This design comes from an exercise in tuning for small area, a short achievable clock period and few clock cycles per item on the open sky130 flow, not from production work. At most, simulation tests tie the RTL to the original design; equivalence was not proved. Power and IR drop assume default switching activity.

Design execute_stage, start of the top module:
module execute_stage #(
    parameter int XLEN = ex_stage_pkg::XLEN_DEFAULT
) (
    input  logic                   clk,
    input  logic                   reset,
    input  logic                   execute_enable,
    input  logic                   flush,
    input  ex_stage_pkg::instr_t   instruction,
    input  logic [XLEN-1:0]        pc,
    input  logic [XLEN-1:0]        reg_a,
    input  logic [XLEN-1:0]        reg_b,
    input  rv_isa_pkg::opcode_t    op_code,
    input  rv_isa_pkg::alu_op_t    alu_op,
    input  logic                   word_op,
    input  logic [XLEN-1:0]        immed,
    input  rv_isa_pkg::jump_cond_t jump_if,
    input  logic                   jump_absolute,
    output logic [XLEN-1:0]        alu_data_out,
    output logic [XLEN-1:0]        jump_pc,
    output logic                   jump_taken,
    output logic                   execute_done
);
export LEC_CHECK = 0
export ABC_AREA = 1
export CAP_MARGIN = 40
export CORE_MARGIN = 2
export CORE_UTILIZATION = 30
export SETUP_SLACK_MARGIN = 3.7
export SLEW_MARGIN = 30
create_clock -name core_clock -period 9.0 [get_ports {clk}]
standard.sh (not shown) runs the stock make flow with config.mk's settings and CLKGATE_MAP_FILE= SYNTH_SCRIPT=/design/flow/synth_recipe.tcl, a recipe that flattens the netlist after the stock synthesis.
==> flow/flow/run.sh <==
#!/bin/bash
# Standard layout, with the smallest buffer on the ports instead of the tool's pick.
set -euo pipefail
export BUFFER_PORTS_ARGS="-buffer_cell sky130_fd_sc_hd__buf_1"
bash standard.sh > standard.log 2>&1
Testbench counts at the start, summed over its fixed seeds: cycles 3,208, items 3,200.
Change:
--- a/flow/design.v
+++ b/flow/design.v
@@ -120,34 +120,36 @@
             rv_isa_pkg::ALU_SLT, rv_isa_pkg::ALU_SLTU,
             rv_isa_pkg::ALU_SGE, rv_isa_pkg::ALU_SGEU: begin sel_cmp = 1'b1; sub = 1'b1; end
             rv_isa_pkg::ALU_SEQ, rv_isa_pkg::ALU_SNE: begin sel_cmp = 1'b1; sub = 1'b1; end
             default: ;
         endcase
     end
     assign is_sll = (alu_op == rv_isa_pkg::ALU_SLL);
     assign is_sra = (alu_op == rv_isa_pkg::ALU_SRA);
     logic [XLEN-1:0] b_inv;
     logic [XLEN-1:0] sum;
+    logic [XLEN-1:0] carries;
     logic            carry;
     logic            lt_u;
     logic            lt_s;
     logic            eq;
     logic            all_prop;
     logic            cmp_bit;
     assign b_inv = operand_b ^ {XLEN{sub}};
     logic [XLEN-1:0] x_ab;
     logic [XLEN-1:0] n_ab;
-    ex_adder #(.XLEN(XLEN), .SKLANSKY(1'b0)) adder_i (
+    ex_adder #(.XLEN(XLEN), .SKLANSKY(1'b1)) adder_i (
         .a    (operand_a),
         .b    (b_inv),
         .cin  (sub),
         .sum  (sum),
+        .carries (carries),
         .cout (carry),
         .pall (all_prop),
         .prop (x_ab),
         .gen  (n_ab)
     );
     assign lt_u = ~carry;
     assign lt_s = lt_u ^ operand_a[XLEN-1] ^ operand_b[XLEN-1];
     assign eq   = all_prop;
     always_comb begin
         case (alu_op)
@@ -183,38 +185,44 @@
                 else                          sh[s+1][i] = fill;
             end
         end
         for (int i = 0; i < XLEN; i++) sh_rev[i] = sh[6][XLEN-1-i];
     end
     logic            k_n;
     logic            k_x;
     logic [XLEN-1:0] res;
     assign k_n = sel_and | sel_or;
     assign k_x = sel_xor | sel_or;
+    logic [XLEN-1:0] other;
+    logic [XLEN-1:0] res_c0;
+    logic [XLEN-1:0] res_c1;
     always_comb begin
-        res = ({XLEN{sel_sum & ~bubble}} & sum)
-            | ({XLEN{k_n & ~bubble}}     & n_ab)
-            | ({XLEN{k_x & ~bubble}}     & x_ab)
-            | ({XLEN{sel_srl & ~bubble}} & sh[6])
-            | ({XLEN{sel_sll & ~bubble}} & sh_rev);
-        res[0] = res[0] | (sel_cmp & ~bubble & cmp_bit);
+        other = ({XLEN{k_n & ~bubble}}     & n_ab)
+              | ({XLEN{k_x & ~bubble}}     & x_ab)
+              | ({XLEN{sel_srl & ~bubble}} & sh[6])
+              | ({XLEN{sel_sll & ~bubble}} & sh_rev);
+        other[0] = other[0] | (sel_cmp & ~bubble & cmp_bit);
+        res_c0 = other | ({XLEN{sel_sum & ~bubble}} & x_ab);
+        res_c1 = other | ({XLEN{sel_sum & ~bubble}} & ~x_ab);
+        for (int i = 0; i < XLEN; i++) res[i] = carries[i] ? res_c1[i] : res_c0[i];
     end
     assign result = res;
 endmodule
 module ex_adder #(
     parameter int XLEN     = ex_stage_pkg::XLEN_DEFAULT,
     parameter bit SKLANSKY = 1'b1
 ) (
     input  logic [XLEN-1:0] a,
     input  logic [XLEN-1:0] b,
     input  logic            cin,
     output logic [XLEN-1:0] sum,
+    output logic [XLEN-1:0] carries,
     output logic            cout,
     output logic            pall,
     output logic [XLEN-1:0] prop,
     output logic [XLEN-1:0] gen
 );
     localparam int LOGN = $clog2(XLEN);
     localparam int NLEV = SKLANSKY ? LOGN : 2 * LOGN - 1;
     logic [XLEN-1:0] p;
     logic [XLEN-1:0] g [0:NLEV];
     logic [XLEN-1:0] t [0:NLEV];
@@ -243,21 +251,22 @@
                 end else begin : pass
                     assign g[l+1][i] = g[l][i];
                     assign t[l+1][i] = t[l][i];
                 end
             end
         end
     endgenerate
     assign pall = t[NLEV][XLEN-1];
     assign prop = p;
     assign gen  = a & b;
-    assign sum  = p ^ {g[NLEV][XLEN-2:0], cin};
+    assign carries = {g[NLEV][XLEN-2:0], cin};
+    assign sum     = p ^ carries;
     assign cout = g[NLEV][XLEN-1];
 endmodule
 module ex_branch_resolve #(
     parameter int XLEN = ex_stage_pkg::XLEN_DEFAULT
 ) (
     input  logic                   clk,
     input  logic                   bubble,
     input  rv_isa_pkg::jump_cond_t jump_if,
     input  logic                   jump_absolute,
     input  logic [XLEN-1:0]        pc,
@@ -273,20 +282,21 @@
     logic [XLEN-1:0] base;
     logic [XLEN-1:0] target;
     logic            target_cout;
     assign base = jump_absolute ? reg_a : pc;
     ex_adder #(.XLEN(XLEN), .SKLANSKY(1'b0)) target_adder_i (
         .a    (base),
         .b    (immed),
         .cin  (1'b0),
         .sum  (target),
         .cout (target_cout),
+        .carries (),
         .pall (),
         .prop (),
         .gen  ()
     );
     always_ff @(posedge clk) begin
         always_q <= !bubble && (jump_if == rv_isa_pkg::JUMP_ALWAYS);
         on_alu_q <= !bubble && (jump_if == rv_isa_pkg::JUMP_ON_ALU);
         target_q <= target;
     end
     assign jump_taken = always_q || (on_alu_q && result_is_one);
=>
- The new run completed without violations
- sequential share of layout area goes up by 0.39 points
- routed wire length grows by 3.0%
- worst setup slack improves by 450 ps
- power came out lower by 0.88%
- cell area came out lower by 3.5%
- core utilization is lower by 2.2 points
Testbench counts after the change, summed over its fixed seeds: cycles 3,208, items 3,200.


## maple
Another version of the RTL of execute_stage (not shown whole).
Size: roughly 130 flip-flops, about 440 I/O pins, about 20000 um2 of cells after synthesis.
// execute_stage
module execute_stage #(
    parameter int XLEN = ex_stage_pkg::XLEN_DEFAULT
) (
    input  logic                   clk,
    input  logic                   reset,
    input  logic                   execute_enable,
    input  logic                   flush,
    input  ex_stage_pkg::instr_t   instruction,
    input  logic [XLEN-1:0]        pc,
    input  logic [XLEN-1:0]        reg_a,
    input  logic [XLEN-1:0]        reg_b,
    input  rv_isa_pkg::opcode_t    op_code,
    input  rv_isa_pkg::alu_op_t    alu_op,
    input  logic                   word_op,
    input  logic [XLEN-1:0]        immed,
    input  rv_isa_pkg::jump_cond_t jump_if,
    input  logic                   jump_absolute,
    output logic [XLEN-1:0]        alu_data_out,
    output logic [XLEN-1:0]        jump_pc,
    output logic                   jump_taken,
    output logic                   execute_done
);
Settings: LEC_CHECK=0, ABC_AREA=1, CAP_MARGIN=40, CORE_MARGIN=2, CORE_UTILIZATION=30, SETUP_SLACK_MARGIN=4, SLEW_MARGIN=30; clock period 9.0 ns.
Scripts as last shown in full above: flow/flow/run.sh
Modified inputs, tundra compared to maple
--- a/flow/design.v
+++ b/flow/design.v
@@ -110,54 +110,52 @@
         sel_sll = 1'b0;
         sel_cmp = 1'b0;
         case (alu_op)
             rv_isa_pkg::ALU_ADD:  sel_sum = 1'b1;
             rv_isa_pkg::ALU_SUB:  begin sel_sum = 1'b1; sub = 1'b1; end
             rv_isa_pkg::ALU_AND:  sel_and = 1'b1;
             rv_isa_pkg::ALU_OR:   sel_or  = 1'b1;
             rv_isa_pkg::ALU_XOR:  sel_xor = 1'b1;
             rv_isa_pkg::ALU_SLL:  sel_sll = 1'b1;
             rv_isa_pkg::ALU_SRL, rv_isa_pkg::ALU_SRA: sel_srl = 1'b1;
             rv_isa_pkg::ALU_SLT, rv_isa_pkg::ALU_SLTU,
             rv_isa_pkg::ALU_SGE, rv_isa_pkg::ALU_SGEU: begin sel_cmp = 1'b1; sub = 1'b1; end
-            rv_isa_pkg::ALU_SEQ, rv_isa_pkg::ALU_SNE: begin sel_cmp = 1'b1; sub = 1'b1; end
+            rv_isa_pkg::ALU_SEQ, rv_isa_pkg::ALU_SNE: sel_cmp = 1'b1;
             default: ;
         endcase
     end
     assign is_sll = (alu_op == rv_isa_pkg::ALU_SLL);
     assign is_sra = (alu_op == rv_isa_pkg::ALU_SRA);
     logic [XLEN-1:0] b_inv;
     logic [XLEN-1:0] sum;
     logic            carry;
     logic            lt_u;
     logic            lt_s;
     logic            eq;
-    logic            all_prop;
     logic            cmp_bit;
     assign b_inv = operand_b ^ {XLEN{sub}};
     logic [XLEN-1:0] x_ab;
     logic [XLEN-1:0] n_ab;
     ex_adder #(.XLEN(XLEN), .SKLANSKY(1'b1)) adder_i (
         .a    (operand_a),
         .b    (b_inv),
         .cin  (sub),
         .sum  (sum),
         .cout (carry),
-        .pall (all_prop),
         .prop (x_ab),
         .gen  (n_ab)
     );
     assign lt_u = ~carry;
     assign lt_s = lt_u ^ operand_a[XLEN-1] ^ operand_b[XLEN-1];
-    assign eq   = all_prop;
+    assign eq   = ~|x_ab;
     always_comb begin
         case (alu_op)
             rv_isa_pkg::ALU_SLT:  cmp_bit = lt_s;
             rv_isa_pkg::ALU_SLTU: cmp_bit = lt_u;
             rv_isa_pkg::ALU_SEQ:  cmp_bit = eq;
             rv_isa_pkg::ALU_SNE:  cmp_bit = ~eq;
             rv_isa_pkg::ALU_SGE:  cmp_bit = ~lt_s;
             rv_isa_pkg::ALU_SGEU: cmp_bit = ~lt_u;
             default:              cmp_bit = 1'b0;
         endcase
     end
     logic [5:0]      shamt;
@@ -200,25 +198,24 @@
     end
     assign result = res;
 endmodule
 module ex_adder #(
     parameter int XLEN     = ex_stage_pkg::XLEN_DEFAULT,
     parameter bit SKLANSKY = 1'b1
 ) (
     input  logic [XLEN-1:0] a,
     input  logic [XLEN-1:0] b,
     input  logic            cin,
     output logic [XLEN-1:0] sum,
     output logic            cout,
-    output logic            pall,
     output logic [XLEN-1:0] prop,
     output logic [XLEN-1:0] gen
 );
     localparam int LOGN = $clog2(XLEN);
     localparam int NLEV = SKLANSKY ? LOGN : 2 * LOGN - 1;
     logic [XLEN-1:0] p;
     logic [XLEN-1:0] g [0:NLEV];
     logic [XLEN-1:0] t [0:NLEV];
     assign p = a ^ b;
     always_comb begin
         g[0] = a & b;
         g[0][0] = (a[0] & b[0]) | (p[0] & cin);
@@ -238,25 +235,24 @@
                 localparam bit ON = SKLANSKY ? SK_ON : (BK_UP || BK_DN);
                 localparam int J  = SKLANSKY ? SK_J : i - D;
                 if (ON) begin : comb
                     assign g[l+1][i] = g[l][i] | (t[l][i] & g[l][J]);
                     assign t[l+1][i] = t[l][i] & t[l][J];
                 end else begin : pass
                     assign g[l+1][i] = g[l][i];
                     assign t[l+1][i] = t[l][i];
                 end
             end
         end
     endgenerate
-    assign pall = t[NLEV][XLEN-1];
     assign prop = p;
     assign gen  = a & b;
     assign sum  = p ^ {g[NLEV][XLEN-2:0], cin};
     assign cout = g[NLEV][XLEN-1];
 endmodule
 module ex_branch_resolve #(
     parameter int XLEN = ex_stage_pkg::XLEN_DEFAULT
 ) (
     input  logic                   clk,
     input  logic                   bubble,
     input  rv_isa_pkg::jump_cond_t jump_if,
     input  logic                   jump_absolute,
@@ -271,25 +267,24 @@
     logic            on_alu_q;
     logic [XLEN-1:0] target_q;
     logic [XLEN-1:0] base;
     logic [XLEN-1:0] target;
     logic            target_cout;
     assign base = jump_absolute ? reg_a : pc;
     ex_adder #(.XLEN(XLEN), .SKLANSKY(1'b0)) target_adder_i (
         .a    (base),
         .b    (immed),
         .cin  (1'b0),
         .sum  (target),
         .cout (target_cout),
-        .pall (),
         .prop (),
         .gen  ()
     );
     always_ff @(posedge clk) begin
         always_q <= !bubble && (jump_if == rv_isa_pkg::JUMP_ALWAYS);
         on_alu_q <= !bubble && (jump_if == rv_isa_pkg::JUMP_ON_ALU);
         target_q <= target;
     end
     assign jump_taken = always_q || (on_alu_q && (alu_result == XLEN'(1)));
     assign jump_pc    = jump_taken ? target_q : '0;
 endmodule
 module execute_stage #(
Notes after the runs:
Cell count on tundra is down relative to maple. Going from maple to tundra, post-synthesis cell type count shrank slightly. tundra ends up with a clock network fraction of total power that is 0.6 points lower than in maple. The die area of maple and that of tundra are within noise of each other. Result: PASS for each of tundra and maple. Largest vdd supply drop of tundra exceeds that of maple slightly. On worst path setup slack after routing: between tundra and maple, it ends up higher for maple.
No functional check of the RTL was part of any run of this note.

-- afterwards: timing with drivers on the ports --
Ports are ideal in the flow. The routed layouts listed here were re-timed in OpenROAD.
Step 1 sets driving cells, clkbuf_16 on the clock port and buf_2 on the other inputs (assumed; they add their load-dependent delay and slew).
Step 2 adds t to the input delays and takes it off the output delays; t is the mean of the earliest and latest rising clock arrival at the registers after step 1. Input paths then give back, and output paths get back, about the clock's delay inside the block.
Slacks: no drivers / after step 1 / after step 2; pairs: no drivers / after step 1.
| run | shift t [ns] | slack for setup (ns) | hold slack, ns | slew at the worst register clock pin (ns) | worst data-port slew with drivers (ns) |
|---|---|---|---|---|---|
| the first run of note 1 | 0.548 | 3.305 / 3.335 / 2.786 | 1.454 / 1.419 / 1.968 | 0.08 / 0.08 | 0.08 |
| the second run of note 1 | 0.576 | 3.759 / 3.796 / 3.220 | 1.444 / 1.404 / 1.980 | 0.07 / 0.07 | 0.16 |
| maple | 0.563 | 3.842 / 3.861 / 3.298 | 1.444 / 1.411 / 1.974 | 0.09 / 0.09 | 0.21 |
| tundra | 0.581 | 3.751 / 3.747 / 3.166 | 1.417 / 1.382 / 1.963 | 0.08 / 0.08 | 0.16 |
After both steps every run listed still meets setup and hold. The setup slack of tundra, which loses most, moves by -0.004 ns with the drivers and by -0.585 ns with both steps.
